Background: an optimization exercise with open tools, aiming at small area and a short achievable clock period. Do not read the settings as production practice.
Only simulation tests tie the RTL to the original design; equivalence was not proved.

==> flow/design.v (outline; a module is shown in full before it is edited, if it fits) <==
// module bfly_dot: 1092 lines
// module bfly_engine_top: 180 lines
module bfly_engine_top #(
  parameter int data_width = DATA_WIDTH,
  parameter int bu_par     = BU_PAR,
  parameter int frac_bits  = FRAC_BITS
) (
  input  logic                           clk,
  input  logic                           rst_n,
  input  logic                           up_vld,
  input  logic signed [data_width-1:0]   up_dat,
  input  logic                           cfg_we,
  input  logic [CFG_ADDR_W-1:0]          cfg_addr,
  input  logic [CFG_DATA_W-1:0]          cfg_wdata,
  output logic                           dn_vld,
  output logic [2*bu_par*data_width-1:0] dn_dat
);
  // ...
==> flow/flow/run.sh <==
#!/bin/bash
# The standard layout (the standard.sh, which runs the standard synthesis
# unchanged), with these ORFS arguments set:
#  - port buffers use buf_2 instead of the default delay-cell buffer;
#  - clock tree synthesis uses clkbuf_16, clusters of up to 30 sinks within
#    60 um, and inserts no dummy balancing loads;
#  - timing repair aims for 5.25 ns of setup slack (a 2.75 ns period).
# Each tool's full output goes to the ORFS logs under orfs/logs, and the
# make output to standard.log here.
set -euo pipefail
export BUFFER_PORTS_ARGS="-buffer_cell sky130_fd_sc_hd__buf_2"
export CTS_ARGS="-sink_clustering_enable -repair_clock_nets -buf_list sky130_fd_sc_hd__clkbuf_16 -sink_clustering_size 30 -sink_clustering_max_diameter 60 -dont_use_dummy_load"
bash standard.sh SETUP_SLACK_MARGIN=5.25 finish > standard.log 2>&1
==> flow/standard.sh <==
#!/bin/bash
# synth_recipe.tcl (not shown) runs the flow's synth.tcl, then flattens the netlist and writes it again
# the make line also repeats each setting of config.mk as NAME=value (left out here)
make -C /OpenROAD-flow-scripts/flow DESIGN_CONFIG=/design/flow/config.mk WORK_HOME=/design/flow/orfs CLKGATE_MAP_FILE= SYNTH_SCRIPT=/design/flow/synth_recipe.tcl "${@:-finish}"
==> flow/config.mk <==
export PLATFORM = sky130hd
export DESIGN_NAME = bfly_engine_top
export DESIGN_NICKNAME = bfly_engine_top
export VERILOG_FILES = /design/flow/design.v
export SDC_FILE = /design/flow/constraint.sdc
export NUM_CORES = 4
export LEC_CHECK = 0
export CAP_MARGIN = 20
export CELL_PAD_IN_SITES_DETAIL_PLACEMENT = 0
export CELL_PAD_IN_SITES_GLOBAL_PLACEMENT = 0
export CORE_MARGIN = 2
export CORE_UTILIZATION = 70
export PLACE_DENSITY = 0.8
export SLEW_MARGIN = 45
==> flow/constraint.sdc <==
create_clock -name core_clock -period 8.0 [get_ports {clk}]
set_input_delay 1.6000 -clock core_clock [delete_from_list [all_inputs] [get_ports {clk}]]
set_output_delay 1.6000 -clock core_clock [all_outputs]
set_load 0.01 [all_outputs]
==> out/results.ini, run 1 <==
[floorplanning]
num_rows=97
dieHeight_um=269
taps=940
dieArea_um2=72200

[setup_path]
cp_num_cells=1
setup.worst_path.start=dn_dat[90]
reg2regPathDepth=6
crit_type=flop to primary output
cp-end-kind=primary output
cp_slowest_stage_delay_ns=0.43

[route]
detail_route.wirelength_um=113000
topRoutingLayerUsed=met5
wl_met1_um=43000
wl_per_cell_um=25.8
initialDrtViolationCount=3480

[logic_synthesis]
yosysSeqAreaShare_pct=63.8
synth.area.mux_share_pct=2.17
syn_nets=3710
synthTopCellsByCount=edfxtp_1 (696), dfxtp_1 (492), a22oi_1 (283)
yosysTopAreaCell=edfxtp_1
syn_area_per_cell_um2=14.5
netlist.area_leader.share_pct=42.6

[timing]
rsz0062_at_grt=yes
slew_viol_final=0
worstMarginPinSlew_ns=0.843

[global_routing]
grt_pass1_wl_um=170000
grtUsageTotal_pct=31.5
grt_pass1_vias=28500

[cells_and_area]
antenna_cells=4
final_cell_mix=edfxtp_1 (696), dfxtp_1 (408), a22oi_1 (283), inv_1 (225), fa_1 (215)
max_flop_register=coef_q
fillers=4218
nMultiInputCombCells=1676
area_growth_pct=6.96
nets=3746

[place]
place.gp.congestion=0.990

[outcome]
status=complete, no violations

[min_path]
min_path_type=flop to flop

[clock_tree]
post_cts_buffers=4
cts_sinks=1210
clk_pin_slew_ns=0.10

==> run 2: changes to the inputs <==
--- a/flow/flow/run.sh
+++ b/flow/flow/run.sh
@@ -6,3 +6,3 @@
 #    60 um, and inserts no dummy balancing loads;
-#  - timing repair aims for 5.25 ns of setup slack (a 2.75 ns period).
+#  - timing repair aims for 5.35 ns of setup slack (a 2.65 ns period).
 # Each tool's full output goes to the ORFS logs under orfs/logs, and the
@@ -12,2 +12,2 @@
 export CTS_ARGS="-sink_clustering_enable -repair_clock_nets -buf_list sky130_fd_sc_hd__clkbuf_16 -sink_clustering_size 30 -sink_clustering_max_diameter 60 -dont_use_dummy_load"
-bash standard.sh SETUP_SLACK_MARGIN=5.25 finish > standard.log 2>&1
+bash standard.sh SETUP_SLACK_MARGIN=5.35 finish > standard.log 2>&1
--- a/flow/config.mk
+++ b/flow/config.mk
@@ -13,2 +13,2 @@
 export PLACE_DENSITY = 0.8
-export SLEW_MARGIN = 45
+export SLEW_MARGIN = 60
==> run 2 against run 1 <==
Against the previous run:
- still clean on timing, DRC and antenna
- cell count grew 1.8%
- clock-buffer cell count shrank 3
- critical path type unchanged
==> out/results.ini, run 2 <==
[logic_synthesis]
syn_nets=3710  ; unchanged
syn_area_per_cell_um2=14.5  ; unchanged
synth_area_um2=49100
netlist.area_leader.share_pct=42.6  ; unchanged
synth_area_leaders=edfxtp_1 (43%), dfxtp_1 (20%), fa_1 (8.8%)
synth-edff-count=696
synthCells=3379
synthDistinctLibCells=71
ys_warn_count=9
async_flop_share_pct=1.82
yosysTopAreaCell=edfxtp_1
synth_top_flop_cell=edfxtp_1
synthTopCellsByCount=edfxtp_1 (696), dfxtp_1 (492), a22oi_1 (283)
yosysSeqAreaShare_pct=63.8  ; unchanged
synth_most_common_cell=edfxtp_1
synth_seq_cells=1210

[setup_path]
timing.rr.start=dot_i.r4
cp_cell_sequence=buf_6
regToRegEndpoint=dot_i.r756
r2r_slack_ns=5.31
cp.arrival_ns=1.24
reg2regPathDepth=8  ; +2
cp_num_cells=1  ; unchanged
cp_slowest_stage_delay_ns=0.44  ; about the same
crit_path_top_delay_cell=dfrtp_1
crit_required_ns=6.40
crit_type=flop to primary output
crit_buf_inv=1
crit_family=flip-flops
cp_max_fo=1
cp-start-kind=flop
cp-end-kind=primary output

[route]
wl_per_cell_um=26.5  ; +2.6%
initialDrtViolationCount=3592  ; +3.2%
vias=28500
first_pass_iters=7
detail_route.wirelength_um=118000  ; +4.4%
routed_via_density=6.42
antenna_left=0
drc=0

[timing]
fin_crit_ns=2.84
clock_skew_ns=0.138
worstMarginPinSlew_ns=0.622  ; -0.221 ns
rsz0062_at_grt=yes
finalSetupTns_ns=0
finalCritPeriodShare_pct=35.5
timing.fmax_mhz=352
maxSlewHeadroom_pct=58.5
finalHoldViolations=0
setup_viol=0
slew_viol_final=0  ; unchanged

[place]
io_buffers=184
place.gp.congestion=0.950  ; -4.1%
place_inst=4301
dpl.hpwl_um=74100
placed_area_um2=50900

[clock_tree]
cts_sinks=1210  ; unchanged
cts-root-buf=clkbuf_16
clk_pin_slew_ns=0.10  ; about the same
cts_buffers=58
cts_tree=yes
htreeDepth=2
cts_max_path_buffers=3
clock_latency_ns=0.70
ctsHoldBuffers=0

[floorplanning]
dieArea_um2=72200  ; unchanged
num_rows=97  ; unchanged
dieHeight_um=269  ; unchanged
start_util_pct=70.4
coreArea_um2=69700
die_x_um=269
io_pins=185

[cells_and_area]
final_common_cell=edfxtp_1
nets=3824  ; +2.1%
largest_reg_flops=256
final_cell_mix=edfxtp_1 (696), dfxtp_1 (411), a22oi_1 (241), inv_1 (221), fa_1 (202)
drive_gt1_share_pct=19.7
fillers=4042  ; -4.2%
seq_area_um2=31600
max_flop_register=coef_q
area_growth_pct=9.59
reg.largest.list=coef_q x256, coef_s x224
final_cells=4436
multiInputGateArea_um2=16500
fin_area_um2=53800

[run]
cap_violations=0

[outcome]
status=complete, no violations

[global_routing]
grtUsageTotal_pct=31.6  ; +0.12 points
antenna_found_initial=8
grt_pass1_wl_um=169000  ; -0.13%
grt_start_max_net_pins=88
grt_pass1_vias=28300  ; -0.76%
grt_overflow=0

[min_path]
hold_start=mask_d[1][4]
min_path_type=flop to flop
holdPathEnd=mask_d[2][4]
hold_depth=0

-- run 2: final cells by class --
| type | instances | share of cell area [%] |
|---|---|---|
| Multi-Input combinational cell | 1676 | 30.7 |
| Tap cell | 940 | 2.19 |
| Clock buffer | 58 | 2.70 |
| Timing Repair Buffer | 294 | 3.80 |
| Inverter | 253 | 1.83 |
| Antenna cell | 5 | 0.0233 |
| Sequential cell | 1210 | 58.8 |
-- run 2: timing repair --
item,CTS,global route
endpoints found under the setup margin,239,215
gates resized for setup,60,133
hold endpoints to repair,0,0
setup buffers,4,66
pin swaps,2,47
-- run 2: per-layer routing --
layer | global-route usage [%] | up-vias | share of wire [%]
met5 | 0 | - | 0
li1 | - | 12300 | -
met3 | 5.11 | 377 | 8.9
met2 | 52.3 | 1615 | 49
met1 | 42.5 | 14200 | 38
met4 | 12.2 | 0 | 4.7
-- run 2: stage by stage --
stage / utilization [%] / hold WS (ns) / setup slack, ns
6_report: 77.2 / 0.336 / 5.16
4_1_cts: 75.4 / 0.336 / 5.14
5_1_grt: 77.2 / 0.334 / 5.15
3_5_place_dp: 73.0 / 0.312 / 4.58
3_3_place_gp: 72.4 / 0.314 / 4.17
2_1_floorplan: - / 0.310 / 4.82
-- run 2: worst max-delay path by stage --
stage	start	end	slack (ns)
final	dn_vld	dn_vld	5.16
after global routing	dn_vld	dn_vld	5.15
after CTS	dn_vld	dn_vld	5.14
after detailed placement	cfg_addr[3]	sel_q[1]	4.58
after global placement	up_vld	sel_q[0]	4.17
after floorplan	cfg_addr[3]	coef_q[10][0]	4.82
-- run 2: kinds of logic (layout without fill, tap and decap cells) --
| kind of cell | after synthesis | count (layout) | synth area share, % |
|---|---|---|---|
| flip-flops | 1210 | 1210 | 63.8 |
| AO/OA/AOI/OAI | 696 | 696 | 11.0 |
| buffers and inverters | 493 | 605 | 3.98 |
| XOR/XNOR | 311 | 311 | 5.55 |
| AND/OR/NAND/NOR | 310 | 310 | 3.18 |
| adder cells (fa/ha/maj) | 275 | 275 | 10.3 |
| multiplexers | 84 | 84 | 2.17 |
| other | 0 | 5 | 0 |
==> run 3: changes to the inputs <==
==> flow/flow/run.sh (replaced) <==
#!/bin/bash
# The standard layout (the standard.sh, which runs the standard synthesis
# unchanged), with these ORFS arguments set:
#  - port buffers use buf_2 instead of the default delay-cell buffer;
#  - clock tree synthesis uses clkbuf_16, clusters of up to 20 sinks within
#    40 um, and inserts no dummy balancing loads;
#  - timing repair aims for 5.25 ns of setup slack (a 2.75 ns period).
# Each tool's full output goes to the ORFS logs under orfs/logs, and the
# make output to standard.log here.
set -euo pipefail
export BUFFER_PORTS_ARGS="-buffer_cell sky130_fd_sc_hd__buf_2"
export CTS_ARGS="-sink_clustering_enable -repair_clock_nets -buf_list sky130_fd_sc_hd__clkbuf_16 -sink_clustering_size 20 -sink_clustering_max_diameter 40 -dont_use_dummy_load"
bash standard.sh SETUP_SLACK_MARGIN=5.25 finish > standard.log 2>&1
==> run 3 against run 2 <==
Against the previous run:
- fmax decreased by 0.41%
- sequential share of layout area is 0.31 points lower
- global-route usage up 0.84 points
- clock-buffer cell count increased by 52
- register-to-register slack about the same
- hold slack worse by 0.0083 ns
- critical path depth unchanged
- largest cell class unchanged
==> out/results.ini, run 3 <==
[logic_synthesis]
synth_area_leaders=edfxtp_1 (43%), dfxtp_1 (20%), fa_1 (8.8%)
yosysSeqAreaShare_pct=63.8  ; unchanged
yosysTopAreaCell=edfxtp_1
synth_most_common_cell=edfxtp_1
synth_area_um2=49100  ; unchanged
synthTopCellsByCount=edfxtp_1 (696), dfxtp_1 (492), a22oi_1 (283)
synthDistinctLibCells=71  ; unchanged
synth_seq_cells=1210  ; unchanged
syn_nets=3710  ; unchanged
netlist.area_leader.share_pct=42.6  ; unchanged
ys_warn_count=9  ; unchanged
synth_top_flop_cell=edfxtp_1
synth-edff-count=696  ; unchanged
synthCells=3379  ; unchanged
async_flop_share_pct=1.82  ; unchanged
syn_area_per_cell_um2=14.5  ; unchanged

[cells_and_area]
final_common_cell=edfxtp_1
final_core_util_pct=77.4  ; +0.27 points
drive_gt1_share_pct=17.1  ; -2.6 points
fillers=3944  ; -2.4%
area_growth_pct=9.98
reg.largest.list=coef_q x256, coef_s x224
largest_reg_flops=256  ; unchanged
multiInputGateArea_um2=16100  ; -2.3%
max_flop_register=coef_q
seq_area_um2=31500  ; -0.17%
nets=3804  ; -0.52%
final_cell_mix=edfxtp_1 (696), dfxtp_1 (408), a22oi_1 (283), inv_1 (223), fa_1 (215)

[timing]
fin_crit_ns=2.85  ; +0.0116 ns
slew_viol_final=0  ; unchanged
worstMarginPinSlew_ns=0.611  ; -0.0114 ns
clock_skew_ns=0.0987  ; -0.0388 ns
finalSetupTns_ns=0  ; unchanged
finalHoldViolations=0  ; unchanged
rsz0062_at_grt=yes
holdWs_ns=0.327  ; -0.00834 ns
finalCritPeriodShare_pct=35.6  ; +0.15 points
maxSlewHeadroom_pct=59.3  ; +0.76 points
timing.fmax_mhz=351  ; -0.41%
setup_viol=0  ; unchanged

[floorplanning]
num_rows=97  ; unchanged
coreArea_um2=69700  ; unchanged
die_x_um=269  ; unchanged
io_pins=185  ; unchanged
dieArea_um2=72200  ; unchanged
start_util_pct=70.4  ; unchanged
dieHeight_um=269  ; unchanged

[setup_path]
crit_family=flip-flops
cp-start-kind=flop
crit_path_top_delay_cell=edfxtp_1
crit_type=flop to primary output
cp_slowest_stage_delay_ns=0.42  ; -0.02 ns
regToRegEndpoint=dot_i.r759
crit_required_ns=6.40  ; about the same
reg2regPathDepth=6  ; -2
cp.arrival_ns=1.25  ; about the same
timing.rr.start=dot_i.a1_q[7]
cp_num_cells=1  ; unchanged
cp_max_fo=1  ; unchanged
cp-end-kind=primary output
crit_buf_inv=1  ; unchanged
cp_cell_sequence=buf_6
r2r_slack_ns=5.30  ; about the same

[place]
io_buffers=184  ; unchanged
dpl.hpwl_um=74400  ; +0.34%
place.gp.congestion=0.990  ; +4.3%

[clock_tree]
clock_latency_ns=0.69  ; about the same
htreeDepth=3  ; +1
clk_pin_slew_ns=0.07  ; -0.03 ns
cts_max_path_buffers=3  ; unchanged
cts_tree=yes
cts_sinks=1210  ; unchanged
cts_buffers=110  ; +90%
cts-root-buf=clkbuf_16
ctsHoldBuffers=0  ; unchanged

[global_routing]
grt_overflow=0  ; unchanged
grt_pass1_vias=29400  ; +3.6%
grt_start_max_net_pins=129  ; +47%
antenna_found_initial=7  ; -1
grt_pass1_wl_um=174000  ; +2.5%
grtUsageTotal_pct=32.4  ; +0.84 points

[min_path]
holdPathEnd=mask_d[3][7]
hold_depth=0  ; unchanged
min_path_type=flop to flop
hold_start=mask_d[2][7]

[run]
cap_violations=0  ; unchanged

[route]
wl_per_cell_um=26.3  ; -0.62%
drc=0  ; unchanged
initialDrtViolationCount=3415  ; -4.9%
first_pass_iters=6  ; -1
antenna_left=0  ; unchanged
detail_route.wirelength_um=116000  ; -1.1%
routed_via_density=6.49  ; +1.1%
vias=28700  ; +0.64%

[outcome]
status=complete, no violations

run 3: cell counts after synthesis:
Identical to the previous run, type by type.
run 3: what timing repair did:
item                                   in CTS  in global routing
resized for setup                          11                 50
pin swaps                                   2                  2
buffers inserted                            1                  1
endpoints found under the hold margin       0                  0
cloned                                      1                  0
setup endpoints to repair                 206                178
run 3: how the worst max path moves through the flow:
stage                     slack [ns]         from            end
after floorplan                 4.82  cfg_addr[3]  coef_q[10][0]
after global placement          4.33       up_vld  samp_s[3][13]
after detailed placement        4.58       up_vld  samp_s[5][13]
after CTS                       5.12   dn_dat[90]     dn_dat[90]
after global routing            5.11  dn_dat[110]    dn_dat[110]
final                           5.15   dn_dat[90]     dn_dat[90]
run 3: cells by family after synthesis:
| logic type | after synthesis | share of synthesized area [%] |
|---|---|---|
| simple gates | 310 | 3.18 |
| compound gates | 696 | 11.0 |
| fa+ha+maj | 275 | 10.3 |
| flops | 1210 | 63.8 |
| xor+xnor | 311 | 5.55 |
| mux | 84 | 2.17 |
| buf+inv | 493 | 3.98 |
run 3: layout make-up:
class / instances / area share [%]
Timing Repair Buffer: 221 / 2.50
Antenna cell: 5 / 0.0232
Multi-Input combinational cell: 1677 / 29.9
Clock buffer: 110 / 5.10
Inverter: 253 / 1.84
Tap cell: 940 / 2.18
Sequential cell: 1210 / 58.4
run 3: metrics by stage:
stage	instances	setup WS (ns)	instance area [um2]
after floorplan	3379	4.82	49200
after global placement	4281	4.33	50400
after detailed placement	4295	4.58	50800
after CTS	4407	5.12	53600
after global routing	4413	5.11	53900
final	4416	5.15	54000
run 3: metal layers:
metal	share of wire (%)	track usage, %	routed length, um	vias up
met3	9.7	6.60	11300	358
li1	-	-	-	12200
met1	37	42.7	43500	14300
met5	0.021	0	24	-
met4	3.7	12.9	4260	4
met2	49	53.4	57200	1737

==> static timing again, ports no longer ideal <==
No port has a modelled driver above. Below, the same layouts with a new extraction and two added sets of constraints.
Step 1 assumes that a clkbuf_16 drives the clock port and a buf_2 every other input.
Step 2, shift: input delay + t, output delay - t, t = (earliest + latest rising clock arrival at the registers) / 2. This alone moves slack from input paths to output paths.
Slacks: no drivers / after step 1 / after step 2; pairs: no drivers / after step 1.
run	t, ns	setup slack, ns	worst hold slack (ns)
run 1	0.697	5.177 / 5.107 / 4.731	0.324 / 0.324 / 0.324
run 2	0.695	5.161 / 5.096 / 4.776	0.336 / 0.336 / 0.336
run 3	0.711	5.150 / 5.082 / 4.694	0.327 / 0.327 / 0.327
After both steps every run listed still meets setup and hold. For run 3, which loses most, drivers alone change the setup slack by -0.068 ns; drivers and shift together by -0.456 ns.
